Context: an optimization exercise on an open-source flow, tuned for small area and a short achievable clock period. The choices shown serve that exercise and are no tape-out recipe.
In this exercise RTL edits were held to simulation tests only and were not proved equivalent to the original.
The clock input has no modelled driver; a real chip could not lean on it and would need a root buffer or a full tree.
Power is estimated from default activity; no workload was simulated.

== branch ember ==
// core_top
module core_top #(
  parameter int reset_pulse_cycles = 1048576
) (
  input  logic                          clk_74a,
  input  logic                          pll_core_locked,
  input  logic [core_pkg::bridge_w-1:0] bridge_addr,
  input  logic                          bridge_wr,
  input  logic [core_pkg::bridge_w-1:0] bridge_wr_data,
  input  logic [31:0]                   cont1_joy,
  input  logic [core_pkg::bridge_w-1:0] rtc_date,
  input  logic [core_pkg::bridge_w-1:0] rtc_time,
  input  logic [core_pkg::rgb_w-1:0]    rgb_in,
  input  logic                          de_in,
  input  logic                          vs_in,
  input  logic [core_pkg::chan_w-1:0]   snap_index,
  output logic                          core_reset,
  output logic [core_pkg::chan_w-1:0]   stick_x,
  output logic [core_pkg::chan_w-1:0]   stick_y,
  output logic [23:0]                   video_rgb,
  output logic                          video_de,
  output logic [core_pkg::rtc_w-1:0]    rtc_word
);
For scale: ~1000 cells after synthesis, ~300 I/O pins, ~0.0097 mm2 of cells after synthesis.
Settings: LEC_CHECK=0, CAP_MARGIN=20, CORE_MARGIN=2, CORE_UTILIZATION=40, SLEW_MARGIN=20; clock period 18.0 ns.
standard.sh (not shown) runs the stock make flow with config.mk's settings and CLKGATE_MAP_FILE= SYNTH_SCRIPT=/design/flow/synth_recipe.tcl, a recipe that flattens the netlist after the stock synthesis.
==> flow/flow/run.sh <==
#!/bin/bash
# The standard layout (standard.sh), with these changes to how it is made:
# - the ports get the smallest buffer (buf_1) instead of the delay buffer
#   buffer_ports picks by itself;
# - after synthesis, polar.py removes inverters between adder cells by
#   flipping full adders (a full adder is self-dual), without touching the
#   registers or changing the logic function;
# - after global placement, the gate that makes core_reset gets its own
#   buffer on pll_core_locked (clone_reset_buf.tcl), apart from the reset tree;
# - after clock tree synthesis, its 17-buffer H-tree is replaced by a root
#   buffer and leaf buffers over k-means groups of the registers, as many
#   groups (from 8) as keep the estimated clock-pin slew under 95 ps
#   (post_cts.tcl, manual_cts.tcl);
# - timing repair aims for 10.3 ns of setup slack, well beyond the 18 ns
#   constraint, so that it shortens the critical paths.
# - the constant outputs share the tie cells synthesis made, instead of one
#   tie cell per output (SKIP_REPAIR_TIE_FANOUT).
# The constraints (constraint.sdc) and everything else are the standard flow's.
set -eo pipefail
export BUFFER_PORTS_ARGS="-buffer_cell sky130_fd_sc_hd__buf_1"
export SETUP_SLACK_MARGIN=10.45
export SKIP_REPAIR_TIE_FANOUT=1
export CTS_ARGS="-sink_clustering_enable -repair_clock_nets -buf_list sky130_fd_sc_hd__clkbuf_8 -dont_use_dummy_load"
export POST_CTS_TCL=$PWD/flow/post_cts.tcl
export MCTS_LEAVES=8
export MCTS_SLEW_TARGET=0.095
export MCTS_LEAF=sky130_fd_sc_hd__clkbuf_8
export MCTS_ROOT=sky130_fd_sc_hd__clkbuf_8
RES=$PWD/orfs/results/sky130hd/core_top/base
bash standard.sh $RES/1_2_yosys.v 2>&1 | tee standard_0.log
python3 flow/polar.py $RES/1_2_yosys.v $RES/1_2_yosys.v 2>&1 | tee polar.log
bash standard.sh $RES/3_3_place_gp.odb 2>&1 | tee standard_1.log
CLONE_ODB=$RES/3_3_place_gp.odb openroad -no_init -exit flow/clone_reset_buf.tcl 2>&1 | tee clone.log
bash standard.sh 2>&1 | tee standard_2.log
Other scripts of this flow, unchanged in this note and not shown: flow/flow/clone_reset_buf.tcl, flow/flow/manual_cts.tcl, flow/flow/polar.py, flow/flow/post_cts.tcl
Here is what was changed in the inputs of branch tundra compared with branch ember.
diff --git a/flow/flow/run.sh b/flow/flow/run.sh
--- a/flow/flow/run.sh
+++ b/flow/flow/run.sh
@@ -21 +21 @@
-export SETUP_SLACK_MARGIN=10.45
+export SETUP_SLACK_MARGIN=10.3
[summary]
In branch tundra relative to branch ember, final cell count had gone down slightly. Re final wirelength: branch ember and branch tundra aren't equal, and the higher value belongs to branch ember. From branch ember to branch tundra the numbers moved as follows: power drawn by the clock network shows an increase of about 4%; post-CTS clock slew at the launch and capture registers of the worst setup and hold paths shows no meaningful change. Between branch ember and branch tundra, worst setup slack after layout is lower for branch tundra, branch ember comes in above that.
No run of this note takes its clock network from TritonCTS; it comes from the design's own scripts or RTL.

========
rev 12:
core_top, a different RTL version from the one above (not shown whole).
Size: ~300 I/O pins, ~0.0098 sq mm of cells after synthesis.
export LEC_CHECK = 0
export CAP_MARGIN = 5
export CORE_MARGIN = 2
export CORE_UTILIZATION = 40
export SLEW_MARGIN = 5
create_clock -name core_clock -period 18.0 [get_ports {clk_74a}]
==> flow/flow/run.sh <==
#!/bin/bash
# The standard layout (standard.sh), with these changes to how it is made:
# - the ports get the smallest buffer (buf_1) instead of the delay buffer
#   buffer_ports picks by itself;
# - after synthesis, polar.py removes inverters between adder cells by
#   flipping full adders (a full adder is self-dual), without touching the
#   registers or changing the logic function;
# - after global placement, the gate that makes core_reset gets its own
#   buffer on pll_core_locked (clone_reset_buf.tcl), apart from the reset tree;
# - after clock tree synthesis, its 17-buffer H-tree is replaced by a root
#   buffer and leaf buffers over k-means groups of the registers, as many
#   groups (from 8) as keep the estimated clock-pin slew under 95 ps
#   (post_cts.tcl, manual_cts.tcl);
# - timing repair aims for 10.3 ns of setup slack, well beyond the 18 ns
#   constraint, so that it shortens the critical paths.
# - the constant outputs share the tie cells synthesis made, instead of one
#   tie cell per output (SKIP_REPAIR_TIE_FANOUT).
# The constraints (constraint.sdc) and everything else are the standard flow's.
set -eo pipefail
export BUFFER_PORTS_ARGS="-buffer_cell sky130_fd_sc_hd__buf_1"
export SETUP_SLACK_MARGIN=10.3
export SKIP_REPAIR_TIE_FANOUT=1
export CTS_ARGS="-sink_clustering_enable -repair_clock_nets -buf_list sky130_fd_sc_hd__clkbuf_8 -dont_use_dummy_load"
export POST_CTS_TCL=$PWD/flow/post_cts.tcl
export MCTS_LEAVES=8
export MCTS_SLEW_TARGET=0.095
export MCTS_LEAF=sky130_fd_sc_hd__clkbuf_8
export MCTS_ROOT=sky130_fd_sc_hd__clkbuf_8
RES=$PWD/orfs/results/sky130hd/core_top/base
bash standard.sh $RES/1_2_yosys.v 2>&1 | tee standard_0.log
python3 flow/polar.py $RES/1_2_yosys.v $RES/1_2_yosys.v 2>&1 | tee polar.log
bash standard.sh $RES/3_3_place_gp.odb 2>&1 | tee standard_1.log
CLONE_ODB=$RES/3_3_place_gp.odb openroad -no_init -exit flow/clone_reset_buf.tcl 2>&1 | tee clone.log
bash standard.sh 2>&1 | tee standard_2.log
Other scripts of this flow, unchanged in this note and not shown: flow/flow/clone_reset_buf.tcl, flow/flow/manual_cts.tcl, flow/flow/polar.py, flow/flow/post_cts.tcl
Rev 12: full flow OK, the timing, DRC and antenna checks passed
Inputs modified between rev 12 and rev 13:
- CAP_MARGIN: 5 -> 20
- SLEW_MARGIN: 5 -> 20
--- a/flow/flow/run.sh
+++ b/flow/flow/run.sh
@@ -16,2 +15,0 @@
-# - the constant outputs share the tie cells synthesis made, instead of one
-#   tie cell per output (SKIP_REPAIR_TIE_FANOUT).
@@ -22 +19,0 @@
-export SKIP_REPAIR_TIE_FANOUT=1
- Rev 13 ends up with higher setup slack than rev 12 does.
- Fraction of met2 tracks used by global routing for rev 13: 0.20 points down relative to rev 12
- Length of routed met2 wiring, rev 12 and rev 13: smaller value in rev 12
- Between rev 12 and rev 13, the power is higher for rev 13.
In every run of this note, the design's own scripts or RTL, not TritonCTS, make the clock network.

========
== run 1 ==
core_top, a different RTL version from the one above (not shown whole).
Size: roughly 1100 cells after synthesis, about 110 flip-flops, roughly 300 I/O pins, about 11000 sq um of cells after synthesis.
## core_top
module core_top #(
  parameter int reset_pulse_cycles = 1048576
) (
  input  logic                          clk_74a,
  input  logic                          pll_core_locked,
  input  logic [core_pkg::bridge_w-1:0] bridge_addr,
  input  logic                          bridge_wr,
  input  logic [core_pkg::bridge_w-1:0] bridge_wr_data,
  input  logic [31:0]                   cont1_joy,
  input  logic [core_pkg::bridge_w-1:0] rtc_date,
  input  logic [core_pkg::bridge_w-1:0] rtc_time,
  input  logic [core_pkg::rgb_w-1:0]    rgb_in,
  input  logic                          de_in,
  input  logic                          vs_in,
  input  logic [core_pkg::chan_w-1:0]   snap_index,
  output logic                          core_reset,
  output logic [core_pkg::chan_w-1:0]   stick_x,
  output logic [core_pkg::chan_w-1:0]   stick_y,
  output logic [23:0]                   video_rgb,
  output logic                          video_de,
  output logic [core_pkg::rtc_w-1:0]    rtc_word
);
export LEC_CHECK = 0
export CAP_MARGIN = 20
export CORE_MARGIN = 2
export CORE_UTILIZATION = 40
export SLEW_MARGIN = 20
create_clock -name core_clock -period 18.0 [get_ports {clk_74a}]
==> flow/flow/run.sh <==
#!/bin/bash
# The standard layout (standard.sh), with these changes to how it is made:
# - the ports get the smallest buffer (buf_1) instead of the delay buffer
#   buffer_ports picks by itself;
# - after global placement, the gate that makes core_reset gets its own
#   buffer on pll_core_locked (clone_reset_buf.tcl), apart from the reset tree;
# - timing repair aims for 10 ns of setup slack, well beyond the 18 ns
#   constraint, so that it shortens the critical paths;
# - clock tree synthesis uses clkbuf_8 and no dummy loads.
# The constraints (constraint.sdc) and everything else are the standard flow's.
set -eo pipefail
export BUFFER_PORTS_ARGS="-buffer_cell sky130_fd_sc_hd__buf_1"
export SETUP_SLACK_MARGIN=10.3
export CTS_ARGS="-sink_clustering_enable -repair_clock_nets -buf_list sky130_fd_sc_hd__clkbuf_8 -dont_use_dummy_load"
RES=$PWD/orfs/results/sky130hd/core_top/base
bash standard.sh $RES/3_3_place_gp.odb 2>&1 | tee standard_1.log
CLONE_ODB=$RES/3_3_place_gp.odb openroad -no_init -exit flow/clone_reset_buf.tcl 2>&1 | tee clone.log
bash standard.sh 2>&1 | tee standard_2.log
Other scripts of this flow, unchanged in this note and not shown: flow/flow/clone_reset_buf.tcl
[inputs] run 2 vs run 1
diff --git a/flow/flow/run.sh b/flow/flow/run.sh
--- a/flow/flow/run.sh
+++ b/flow/flow/run.sh
@@ -11,5 +11,5 @@
 set -eo pipefail
 export BUFFER_PORTS_ARGS="-buffer_cell sky130_fd_sc_hd__buf_1"
-export SETUP_SLACK_MARGIN=10.3
+export SETUP_SLACK_MARGIN=10.0
 export CTS_ARGS="-sink_clustering_enable -repair_clock_nets -buf_list sky130_fd_sc_hd__clkbuf_8 -dont_use_dummy_load"
 RES=$PWD/orfs/results/sky130hd/core_top/base
[summary]
- On global-route wire length before repair, run 1 tracks run 2 almost exactly.
- Run 2 ended with less worst setup slack than run 1.
- Per the comparison of run 2 with run 1, reported combinational group power neither gained nor lost much; cell count lost 0.70%; non-clock buffer count lost about 5.5%; final wirelength lost about 0.36%.
- Part of the total power dissipated in combinational logic essentially unchanged between run 1 and run 2.
- Diff run 2..run 1 | total power | negligible
diff inputs: run 2 => run 3
diff --git a/flow/flow/run.sh b/flow/flow/run.sh
--- a/flow/flow/run.sh
+++ b/flow/flow/run.sh
@@ -11,5 +11,5 @@
 set -eo pipefail
 export BUFFER_PORTS_ARGS="-buffer_cell sky130_fd_sc_hd__buf_1"
-export SETUP_SLACK_MARGIN=10.0
+export SETUP_SLACK_MARGIN=10.5
 export CTS_ARGS="-sink_clustering_enable -repair_clock_nets -buf_list sky130_fd_sc_hd__clkbuf_8 -dont_use_dummy_load"
 RES=$PWD/orfs/results/sky130hd/core_top/base
- Run 3 reports its worst setup path endpoint as core_reset while run 2 reports i_color.video_rgb[5].
- Between run 3 and run 2, worst hold slack is lower for run 2, run 3 comes in above that.
- Per the comparison of run 3 with run 2, switching part of the total power roughly the same, total routed wirelength higher, critical path depth lower.

## re-timing with driven ports
In the flow no input, the clock included, has a driving cell. The finished layouts below were timed again as built, in two steps. Step 1, drivers: a clkbuf_16 drives clk_74a and a buf_2 each remaining input, both assumed. Step 2 times the ports against the registers' clock, not the clock port: input delays grow and output delays shrink by t, the midpoint of the rising clock arrivals with the driver on. a / b / c = ideal ports / drivers / drivers and shift; a / b = the first two.
run	shift t [ns]	slack for setup (ns)	hold slack, ns	worst register clock-pin slew, ns
branch ember	0.448	10.472 / 10.443 / 10.154	0.474 / 0.474 / 0.474	0.08 / 0.08
branch tundra	0.452	10.416 / 10.386 / 10.082	0.474 / 0.474 / 0.474	0.08 / 0.08
rev 12	0.467	10.446 / 10.423 / 10.007	0.483 / 0.483 / 0.483	0.09 / 0.09
rev 13	0.466	10.465 / 10.430 / 10.040	0.475 / 0.475 / 0.475	0.07 / 0.07
run 1	0.448	10.445 / 10.419 / 10.056	0.466 / 0.466 / 0.466	0.09 / 0.09
run 2	0.448	10.282 / 10.291 / 9.843	0.466 / 0.466 / 0.466	0.09 / 0.09
run 3	0.449	10.514 / 10.456 / 10.241	0.474 / 0.474 / 0.474	0.09 / 0.09
After both steps setup and hold are still met in every run listed.
